From an optimization exercise on the open Yosys and OpenROAD flow, aimed at a short achievable clock period and few clock cycles; shortcuts taken in it are not production practice.
Function was checked by simulation only, so behaviour that the tests miss may differ from the original.
Power and IR drop assume default switching activity.

`design/flow/design.v`:
```
package cpuPkg;
	typedef logic [31:0] wordT;     
	typedef logic [31:0] instrT;    
	typedef logic [4:0]  regAddrT;  
	localparam int regCount = 32;
	typedef enum logic [5:0] {
		opRType = 6'h00,
		opBeq   = 6'h04,
		opAddi  = 6'h08,
		opLw    = 6'h23,
		opSw    = 6'h2b
	} opcodeT;
	typedef enum logic [5:0] {
		fnSll = 6'h00,
		fnAdd = 6'h20,
		fnSub = 6'h22,
		fnAnd = 6'h24,
		fnOr  = 6'h25,
		fnSlt = 6'h2a
	} functT;
	typedef enum logic [3:0] {
		aluAnd = 4'h0,
		aluOr  = 4'h1,
		aluAdd = 4'h2,
		aluSub = 4'h6,
		aluSlt = 4'h7,
		aluSll = 4'h8
	} aluOpT;
	typedef enum logic [1:0] {
		fwdNone = 2'd0,  
		fwdMem  = 2'd1,  
		fwdWb   = 2'd2   
	} fwdSelT;
	localparam int opHi    = 31;
	localparam int opLo    = 26;
	localparam int rsHi    = 25;
	localparam int rsLo    = 21;
	localparam int rtHi    = 20;
	localparam int rtLo    = 16;
	localparam int rdHi    = 15;
	localparam int rdLo    = 11;
	localparam int shamtHi = 10;
	localparam int shamtLo = 6;
	localparam int functHi = 5;
	localparam int functLo = 0;
	localparam int immHi   = 15;
	localparam int immLo   = 0;
endpackage
`timescale 1ns/1ps
module registerFile (
	input  logic        clk,
	input  logic [31:1] rsHot,
	input  logic [31:1] rtHot,
	input  logic        aWe,
	input  logic [4:0]  aAddr,
	input  logic [31:0] aData,
	input  logic        lWe,
	input  logic [4:0]  lAddr,
	input  logic [31:0] lData,
	output logic [31:0] rsData,
	output logic [31:0] rtData
);
	logic [31:1][31:0] regs;
	always_comb
	begin
		rsData = '0;
		rtData = '0;
		for (int i = 1; i < 32; i++)
		begin
			rsData = rsData | ({32{rsHot[i]}} & regs[i]);
			rtData = rtData | ({32{rtHot[i]}} & regs[i]);
		end
	end
	always_ff @(posedge clk)
	begin
		for (int i = 1; i < 32; i++)
		begin
			if (aWe && (aAddr == 5'(i)))
				regs[i] <= aData;
			else if (lWe && (lAddr == 5'(i)))
				regs[i] <= lData;
		end
	end
endmodule
`timescale 1ns/1ps
module pipelineCpu (
	input  logic        clk,
	input  logic        reset,
	input  logic [31:0] instr,
	input  logic [31:0] wbDatI,
	input  logic        wbAck,
	output logic [31:0] instrAddr,
	output logic        wbCyc,
	output logic        wbStb,
	output logic        wbWe,
	output logic [31:0] wbAdr,
	output logic [31:0] wbDatO
);
	logic [31:2] pc;
	logic        dValid;
	logic [31:0] dInstr;
	logic [31:1] dRsHot, dRtHot;  
	logic [31:2] dPc4;
	logic [31:0] eA, eB, eOpB;    
	logic [31:0] eOpBn;           
	logic [4:0]  eShamt, eRs, eRt, eDest;
	logic        eAdd, eSub, eAnd, eOr, eSlt, eSll, eUseImm;
	logic        eWrite, eLoad, eStore, eBranch;
	logic        eWaitA, eWaitB;
	logic [31:2] eTarget;
	logic [31:0] wRes;
	logic [4:0]  wDest;
	logic        wWrite;
	logic        q0v, q0we, q1v, q1we;
	logic [31:2] q0adr, q1adr;
	logic [31:0] q0dat, q1dat;
	logic [4:0]  q0dest, q1dest;
	logic        ldValid;
	logic [4:0]  ldDest;
	logic [31:0] ldData;
	logic [31:1] pend;
	logic        exHold, exRedirect, idRedirect, stallF;
	logic [31:2] dTarget;
	logic        pop, ackLd, push, kill;
	logic [31:0] aluRes, sum, dif, logicRes;
	logic        fTake;
	logic [8:0]  fLo;
	logic [31:2] fTarget, pcInc;
	assign instrAddr = {pc, 2'b00};
	assign pcInc     = pc + 30'd1;
	assign fLo   = {1'b0, pcInc[9:2]} + {1'b0, instr[7:0]};
	assign fTake = (instr[31:26] == 6'h04) && (instr[25:21] == instr[20:16]) &&
		((instr[15:7] == 9'h000) || (instr[15:7] == 9'h1ff)) &&
		(fLo[8] == instr[15]);
	assign fTarget = {pcInc[31:10], fLo[7:0]};
	always_ff @(posedge clk)
	begin
		if (reset)
			pc <= '0;
		else if (exRedirect)
			pc <= eTarget;
		else if (idRedirect)
			pc <= dTarget;
		else if (!stallF)
			pc <= fTake ? fTarget : pcInc;
	end
	always_ff @(posedge clk)
	begin
		if (reset || exRedirect || idRedirect)
			dValid <= 1'b0;
		else if (!stallF)
			dValid <= !fTake;  
	end
	always_ff @(posedge clk)
	begin
		if (!stallF)
		begin
			dInstr <= instr;
			dPc4   <= pcInc;
			for (int i = 1; i < 32; i++)
			begin
				dRsHot[i] <= (instr[25:21] == 5'(i));
				dRtHot[i] <= (instr[20:16] == 5'(i));
			end
		end
	end
	logic [5:0]  dOp, dFn;
	logic [4:0]  dRs, dRt, dRd, dDest;
	logic        dR, dFAdd, dFSub, dFAnd, dFOr, dFSlt, dFSll, dRKnown;
	logic        dAddi, dLw, dSw, dBeq;
	logic        dWr, dUseRs, dUseRt, idGo;
	logic [31:0] rfA, rfB, rdA, rdB, nxA, nxB;
	logic        pendRs, pendRt, exLdRs, exLdRt, fwdA, fwdB, ackRs, ackRt;
	assign dOp   = dInstr[31:26];
	assign dFn   = dInstr[5:0];
	assign dRs   = dInstr[25:21];
	assign dRt   = dInstr[20:16];
	assign dRd   = dInstr[15:11];
	assign dR    = (dOp == 6'h00);
	assign dFAdd = dR && (dFn == 6'h20);
	assign dFSub = dR && (dFn == 6'h22);
	assign dFAnd = dR && (dFn == 6'h24);
	assign dFOr  = dR && (dFn == 6'h25);
	assign dFSlt = dR && (dFn == 6'h2a);
	assign dFSll = dR && (dFn == 6'h00);
	assign dRKnown = dFAdd || dFSub || dFAnd || dFOr || dFSlt || dFSll;
	assign dAddi = (dOp == 6'h08);
	assign dLw   = (dOp == 6'h23);
	assign dSw   = (dOp == 6'h2b);
	assign dBeq  = (dOp == 6'h04);
	assign dDest = dR ? dRd : dRt;
	assign dWr    = (dRKnown || dAddi) && (dDest != 5'd0);
	assign dUseRs = (dRKnown && !dFSll) || dAddi || dLw || dSw || dBeq;
	assign dUseRt = dRKnown || dSw || dBeq;
	assign idGo   = dValid && !exRedirect;
	logic idEarly, addZero, subZero;
	assign addZero = &(~(eA ^ eOpB ^ {eA[30:0] | eOpB[30:0], 1'b0}));
	assign subZero = (eA == eOpB);
	assign idEarly = dBeq && (((dRs == 5'd0) && fwdB) || ((dRt == 5'd0) && fwdA)) &&
		(eAdd || eSub);
	assign idRedirect = idGo && !exHold && idEarly && (eAdd ? addZero : subZero);
	assign dTarget = dPc4 + {{14{dInstr[15]}}, dInstr[15:0]};
	assign stallF = dValid && exHold;
	registerFile regFile (
		.clk(clk), .rsHot(dRsHot), .rtHot(dRtHot),
		.aWe(wWrite), .aAddr(wDest), .aData(wRes),
		.lWe(ldValid), .lAddr(ldDest), .lData(ldData),
		.rsData(rfA), .rtData(rfB)
	);
	assign rdA = (wWrite && (wDest == dRs)) ? wRes :
		(ldValid && (ldDest == dRs)) ? ldData : rfA;
	assign rdB = (wWrite && (wDest == dRt)) ? wRes :
		(ldValid && (ldDest == dRt)) ? ldData : rfB;
	assign pendRs = |(pend & dRsHot);
	assign pendRt = |(pend & dRtHot);
	assign fwdA   = eWrite && (eDest == dRs);
	assign fwdB   = eWrite && (eDest == dRt);
	assign exLdRs = eLoad && (eDest == dRs) && (dRs != 5'd0);
	assign exLdRt = eLoad && (eDest == dRt) && (dRt != 5'd0);
	assign ackRs  = ackLd && (q0dest == dRs) && pendRs && !fwdA && !exLdRs;
	assign ackRt  = ackLd && (q0dest == dRt) && pendRt && !fwdB && !exLdRt;
	assign nxA    = (fwdA && eAdd) ? sum : (fwdA && eSub) ? dif : fwdA ? logicRes :
		ackRs ? wbDatI : rdA;
	assign nxB    = (fwdB && eAdd) ? sum : (fwdB && eSub) ? dif : fwdB ? logicRes :
		ackRt ? wbDatI : rdB;
	always_ff @(posedge clk)
	begin
		if (reset)
		begin
			eWrite  <= 1'b0;
			eLoad   <= 1'b0;
			eStore  <= 1'b0;
			eBranch <= 1'b0;
			eWaitA  <= 1'b0;
			eWaitB  <= 1'b0;
		end
		else if (!exHold)
		begin
			eWrite  <= idGo && dWr;
			eLoad   <= idGo && dLw;
			eStore  <= idGo && dSw;
			eBranch <= idGo && dBeq && !idEarly;
			eWaitA  <= idGo && dUseRs && !fwdA && (exLdRs || (pendRs && !ackRs));
			eWaitB  <= idGo && dUseRt && !fwdB && (exLdRt || (pendRt && !ackRt));
		end
		else
		begin
			if (ackLd && (q0dest == eRs))
				eWaitA <= 1'b0;
			if (ackLd && (q0dest == eRt))
				eWaitB <= 1'b0;
		end
	end
	always_ff @(posedge clk)
	begin
		if (!exHold)
		begin
			eA      <= nxA;
			eB      <= nxB;
			eOpB    <= (dAddi || dLw || dSw) ? {{16{dInstr[15]}}, dInstr[15:0]} : nxB;
			eOpBn   <= (dAddi || dLw || dSw) ? ~{{16{dInstr[15]}}, dInstr[15:0]} : ~nxB;
			eShamt  <= dInstr[10:6];
			eRs     <= dRs;
			eRt     <= dRt;
			eDest   <= dDest;
			eAdd    <= dFAdd || dAddi || dLw || dSw;
			eSub    <= dFSub;
			eAnd    <= dFAnd;
			eOr     <= dFOr;
			eSlt    <= dFSlt;
			eSll    <= dFSll;
			eUseImm <= dAddi || dLw || dSw;
			eTarget <= dTarget;
		end
		else
		begin
			if (eWaitA && ackLd && (q0dest == eRs))
				eA <= wbDatI;
			if (eWaitB && ackLd && (q0dest == eRt))
			begin
				eB <= wbDatI;
				if (!eUseImm)
				begin
					eOpB  <= wbDatI;
					eOpBn <= ~wbDatI;
				end
			end
		end
	end
	logic [32:0] difWide;
	logic [31:0] shl;
	logic        lt;
	assign sum     = eA + eOpB;
	assign difWide = {eA, 1'b1} + {eOpBn, 1'b1};
	assign dif     = difWide[32:1];
	assign lt      = (eA[31] != eOpB[31]) ? eA[31] : dif[31];
	assign shl     = eOpB << eShamt;
	assign logicRes = ({32{eAnd}} & (eA & eOpB)) | ({32{eOr}} & (eA | eOpB)) |
		({32{eSlt}} & {31'd0, lt}) | ({32{eSll}} & shl);
	assign aluRes   = eAdd ? sum : eSub ? dif : logicRes;
	assign exHold     = eWaitA || eWaitB || ((eLoad || eStore) && q1v);
	assign exRedirect = eBranch && !eWaitA && !eWaitB && (eA == eB);
	assign kill = !exHold && (eWrite || (eLoad && (eDest != 5'd0)));
	always_ff @(posedge clk)
	begin
		if (reset)
			wWrite <= 1'b0;
		else
			wWrite <= eWrite && !exHold;
	end
	always_ff @(posedge clk)
	begin
		if (!exHold)
		begin
			wRes  <= aluRes;
			wDest <= eDest;
		end
	end
	assign pop   = q0v && wbAck;
	assign ackLd = pop && !q0we;
	assign push  = (eLoad || eStore) && !exHold;
	assign wbStb  = q0v;
	assign wbCyc  = q0v;
	assign wbWe   = q0we;
	assign wbAdr  = {q0adr, 2'b00};
	assign wbDatO = q0dat;
	always_ff @(posedge clk)
	begin
		if (reset)
		begin
			q0v <= 1'b0;
			q1v <= 1'b0;
		end
		else if (pop)
		begin
			q0v <= q1v || push;
			q1v <= 1'b0;
		end
		else if (!q0v)
			q0v <= push;
		else
			q1v <= q1v || push;
	end
	function automatic logic [4:0] keepDest(logic [4:0] d);
		keepDest = (kill && (d == eDest)) ? 5'd0 : d;
	endfunction
	always_ff @(posedge clk)
	begin
		if (pop && q1v)
		begin
			q0we   <= q1we;
			q0adr  <= q1adr;
			q0dat  <= q1dat;
			q0dest <= keepDest(q1dest);
		end
		else if (pop || !q0v)
		begin
			q0we   <= eStore;
			q0adr  <= sum[31:2];
			q0dat  <= eB;
			q0dest <= eDest;
		end
		else
			q0dest <= keepDest(q0dest);
	end
	always_ff @(posedge clk)
	begin
		if (!q1v)
		begin
			q1we   <= eStore;
			q1adr  <= sum[31:2];
			q1dat  <= eB;
			q1dest <= eDest;
		end
		else
			q1dest <= keepDest(q1dest);
	end
	always_ff @(posedge clk)
	begin
		if (reset)
			ldValid <= 1'b0;
		else
			ldValid <= ackLd && (q0dest != 5'd0);
	end
	always_ff @(posedge clk)
	begin
		if (ackLd)
		begin
			ldData <= wbDatI;
			ldDest <= q0dest;
		end
	end
	always_ff @(posedge clk)
	begin
		if (reset)
			pend <= '0;
		else
		begin
			for (int i = 1; i < 32; i++)
			begin
				if (push && eLoad && (eDest == 5'(i)))
					pend[i] <= 1'b1;
				else if ((ackLd && (q0dest == 5'(i))) || (kill && (eDest == 5'(i))))
					pend[i] <= 1'b0;
			end
		end
	end
endmodule
```
`design/flow/flow/run.sh`:
```
#!/bin/bash
# The standard layout (standard.sh, unchanged), with one synthesis setting:
# an empty ADDER_MAP_FILE skips the step that packs adder logic into full and
# half adder cells, so abc maps the whole datapath for delay. Registers are
# unchanged. The make output goes to standard_run.log, ORFS's own logs stay
# under orfs/logs.
cp standard.sh standard_sh.txt
export ADDER_MAP_FILE=
bash standard.sh > standard_run.log 2>&1
```
`design/flow/standard.sh`:
```
#!/bin/bash
# synth_recipe.tcl (not shown) runs the flow's synth.tcl, then flattens the netlist and writes it again
# the make line also repeats each setting of config.mk as NAME=value (left out here)
make -C /OpenROAD-flow-scripts/flow DESIGN_CONFIG=/design/flow/config.mk WORK_HOME=/design/flow/orfs CLKGATE_MAP_FILE= SYNTH_SCRIPT=/design/flow/synth_recipe.tcl "${@:-finish}"
```
`design/flow/config.mk`:
```
export PLATFORM = sky130hd
export DESIGN_NAME = pipelineCpu
export DESIGN_NICKNAME = pipelineCpu
export VERILOG_FILES = /design/flow/design.v
export SDC_FILE = /design/flow/constraint.sdc
export NUM_CORES = 4
export LEC_CHECK = 0
export CAP_MARGIN = 20
export CORE_MARGIN = 2
export CORE_UTILIZATION = 35
export SETUP_SLACK_MARGIN = 5
export SLEW_MARGIN = 20
export TNS_END_PERCENT = 100
```
`design/flow/constraint.sdc`:
```
create_clock -name core_clock -period 8.0 [get_ports {clk}]
set_input_delay 1.6000 -clock core_clock [delete_from_list [all_inputs] [get_ports {clk}]]
set_output_delay 1.6000 -clock core_clock [all_outputs]
set_load 0.01 [all_outputs]
```
==> impl_metrics.csv <==
group,metric,value,unit
final_layout,drive_above_1_share,0.380,
outcome,outcome,"no timing/DRC/antenna violations",
yosys,async_reset_ff_frac,0,
die,core_area,249000,um2
drt,wl,473,mm
min_path,hp-class,"reg2reg",
global_routing,track_usage,0.351,
yosys,synth_top_family_by_area,"compound AO/OA/AOI/OAI gates",
yosys,yosysUniqueCellTypes,92,
global_routing,met1_usage,0.404,
power_and_ir_drop,power.leakage,38.1,nW
drt,wl_per_cell,41.9,um
clock_tree,path_clk_slew,0.06,ns
sta,skew,0.0714,ns
yosys,synth-compound-area-share,0.167,
yosys,synth_xor_area_frac,0.0317,
sta,tns,0,ns
worst_setup_path,cp_max_fo,6,
final_layout,area_growth,25.4,%
min_path,whs_endpoint,"eWaitA",
power_and_ir_drop,p_per_area,207,nW/um2
global_routing,top_usage_layer,"met2",
yosys,synth_area,87600,um2
clock_tree,clock_path_buffers,3,
worst_setup_path,r2r_cells,13,
sta,whs,0.495,ns
yosys,synthAdderAreaFrac,0.00572,
sta,worst_pin_slew,1.29,ns
global_routing,grt_max_degree,73,
sta,maxSlewHeadroom,0.142,
global_routing,grt_pass1_vias,73695,
worst_setup_path,crit_arrival,4.40,ns
run,cap_violations,0,
clock_tree,cts.sinks,1583,
yosys,avgSynthCellArea,11.9,um2
clock_tree,clk-insertion-delay-late,0.92,ns
yosys,synth_mux_area_frac,0.141,
global_routing,antenna_found_initial,52,
clock_tree,numCtsBuffers,174,
clock_tree,cts_root_buffer,"clkbuf_16",
yosys,ys_seq_elements,1583,
worst_setup_path,r2r-start,"eA[6]",
yosys,yosys_most_used_dff,"edfxtp_1",
placed_design,io_buffers,161,
worst_setup_path,critPathRequiredTime,8.56,ns
min_path,worstHoldStart,"eWaitA",
die,die_height,504,um
drt,final_antenna_net_count,0,
die,rows,183,
global_routing,grt_pass1_wl,623,mm
worst_setup_path,worstSetupPathType,"reg2reg",
clock_tree,holdBufCountCts,0,
yosys,yosysSeqAreaShare,0.534,
clock_tree,htree_levels,4,
die,design.die.area,254000,um2
sta,hold_violations,0,
final_layout,nNetsFinal,7860,
sta,setup_violations,0,
global_routing,grt_use_met2,0.481,
power_and_ir_drop,max-vdd-ir-drop,234,uV
drt,viasPerCell,7.19,
drt,vias,81279,
global_routing,grtUsageMet3,0.178,
sta,fin_crit,3.84,ns
clock_tree,cts_tree,"built",
global_routing,overflow,0,
sta,grt_setup_unrepaired,"true",
sta,max_freq,261,MHz
sta,fin_crit_sh,0.480,
worst_setup_path,reg2reg_slack,4.16,ns
sta,maxSlewViolCount,0,
worst_setup_path,cp-end-kind,"flip-flop",
die,io_pins,166,
drt,drc,0,
die,die_width,504,um
worst_setup_path,startpoint_type,"flip-flop",
final_layout,nFillCells,22360,
die,initial_utilization,0.352,
worst_setup_path,timing.rr.end,"eOpBn[29]",
placed_design,place_congestion,1.00,
yosys,synth_warnings,2,
yosys,synth_cells,7380,
drt,drtIter0Drc,18229,
min_path,min_path_cells,2,
yosys,synth-edff-count,1506,
drt,drt-pass1-iter-count,19,
yosys,synthSimpleGateAreaFrac,0.0830,
placed_design,dp_hpwl,256,mm
worst max-delay path, cell delays in order, from the launching register on:
cell,delay (ns)
edfxtp_1,0.43
buf_12,0.16
a21o_4,0.22
a2111oi_4,0.38
nor4_4,0.11
a22o_4,0.31
or2_4,0.29
a211o_4,0.37
and3_4,0.18
or3_4,0.33
a311oi_4,0.36
a211oi_2,0.15
nand2_1,0.13
a21boi_1,0.07
state kept, by name, summed over array words and instances, names as in the netlist, 30 cells and up:
signal        flops
eOpB             32
q1dat            32
eA               32
q0adr            30
eOpBn            32
ldData           32
dRtHot           31
eTarget          30
eB               32
pc               30
q0dat            32
q1adr            30
dInstr           32
dRsHot           31
pend             31
wRes             32
regFile.regs    992
dPc4             30
layout by cell type (no fill, tap or decap), types with 54 or more instances in the layout:
master	count
nor2_1	366
o21ai_0	67
buf_12	56
clkdlybuf4s50_1	54
a21oi_2	54
edfxtp_1	1506
nand2_1	436
mux2_2	1005
inv_1	68
a222oi_1	72
nor3_1	83
a221oi_1	351
buf_2	66
nand4_1	155
clkbuf_16	180
buf_6	214
and3_1	62
xnor2_1	147
a22o_1	363
nand3_1	91
xor2_1	90
a21oi_1	158
a22oi_1	240
buf_4	563
worst max path at each step:
| stage | start | end | slack (ns) | depth (start not counted) |
|---|---|---|---|---|
| 3_5_place_dp | wbAck | eOpB[12] | 2.85 | 13 |
| 2_1_floorplan | instr[0] | pc[9] | 3.69 | 12 |
| 5_1_grt | eA[11] | eOpBn[30] | 4.08 | 15 |
| 6_report | eA[6] | eOpBn[29] | 4.16 | 13 |
| 3_3_place_gp | wbAck | eOpBn[10] | 2.92 | 14 |
| 4_1_cts | eA[1] | eA[31] | 4.14 | 13 |
kinds of logic (layout without fill, tap and decap cells):
logic type,count (synthesis),after routing
AO/OA/AOI/OAI,1916,1916
XOR/XNOR,317,317
adder cells (fa/ha/maj),49,49
buffers and inverters,875,1424
flip-flops,1583,1583
multiplexers,1081,1081
other,1,41
AND/OR/NAND/NOR,1558,1566
where the power goes:
group | leakage, nW | switching [W] | internal [W]
logic | 20.0 | 0.00245 | 0.00167
clock network | 2.94 | 0.00375 | 0.00501
registers | 15.2 | 0.000377 | 0.00944
area by class of cell:
class,count,area (um2),share of cell area
clock buffer,202,4500,0.0410
sequential,1583,46900,0.427
clock inverter,121,1570,0.0143
inverter,80,359,0.00327
multi-input combinational,4933,42400,0.386
timing repair buffer,1017,9830,0.0895
tap,3330,4170,0.0379
antenna,37,92.6,0.000843
timing repair inverter,4,46.3,0.000421
timing repair:
| item | in CTS | in global routing |
|---|---|---|
| gates cloned | 24 | 8 |
| resized for setup | 1104 | 504 |
| endpoints found under the hold margin | 0 | 0 |
| endpoints found under the setup margin | 1363 | 622 |
| buffers inserted | 348 | 210 |
| pin swaps | 179 | 213 |
synth_stat cells, types with 105 or more instances:
cell type / n / area, um2
edfxtp_1: 1506 / 45200
mux2_2: 1011 / 11400
clkbuf_1: 668 / 2510
nand2_1: 473 / 1780
nor2_1: 439 / 1650
a221oi_1: 381 / 3340
a22o_1: 364 / 3190
a22oi_1: 244 / 1830
a21oi_1: 226 / 1130
xnor2_1: 186 / 1630
o21ai_0: 166 / 831
nand4_1: 155 / 970
xor2_1: 131 / 1150
nor3_1: 120 / 601
nand3_1: 105 / 526
metrics by stage:
stage	total power [W]	area, um2	util	setup WS, ns	cells
final	0.0227	110000	0.441	4.16	11307
after detailed placement	0.0128	93500	0.376	2.85	10346
after global placement	0.0128	93500	0.375	2.92	10342
after global routing	0.0231	110000	0.441	4.08	11289
after floorplan	0.0115	88300	-	3.69	7383
after CTS	0.0219	106000	0.424	4.14	11041
routing by layer:
metal / wire, um / share of wire / vias up
met5: 1070 / 0.0023 / -
li1: - / - / 30009
met4: 52800 / 0.11 / 42
met3: 80900 / 0.17 / 3083
met2: 186000 / 0.39 / 8876
met1: 152000 / 0.32 / 39269
Testbench counts, summed over its fixed seeds: cycles 27,010.

-- static timing again, ports no longer ideal --
No port has a modelled driver above. Below, the same layout with a new extraction and two added sets of constraints. Step 1 (the two cells are an assumption about what drives the block):
set clk [get_ports {clk}]
set_driving_cell -lib_cell sky130_fd_sc_hd__clkbuf_16 $clk
set_driving_cell -lib_cell sky130_fd_sc_hd__buf_2 [delete_from_list [all_inputs] $clk]
Step 2 adds t to the input delays and takes it off the output delays; t is the mean of the earliest and latest rising clock arrival at the registers after step 1. Input paths then give back, and output paths get back, about the clock's delay inside the block. Three values: ideal, step 1, step 2; two values: the first two.
t, ns: 0.988
slack for setup (ns): 4.163 / 4.163 / 3.450
hold WS [ns]: 0.495 / 0.495 / 0.495
cell pins on the clock port's net: 1
After both steps this run still meets setup and hold. The setup slack of this run moves by 0.000 ns with the drivers and by -0.713 ns with both steps.
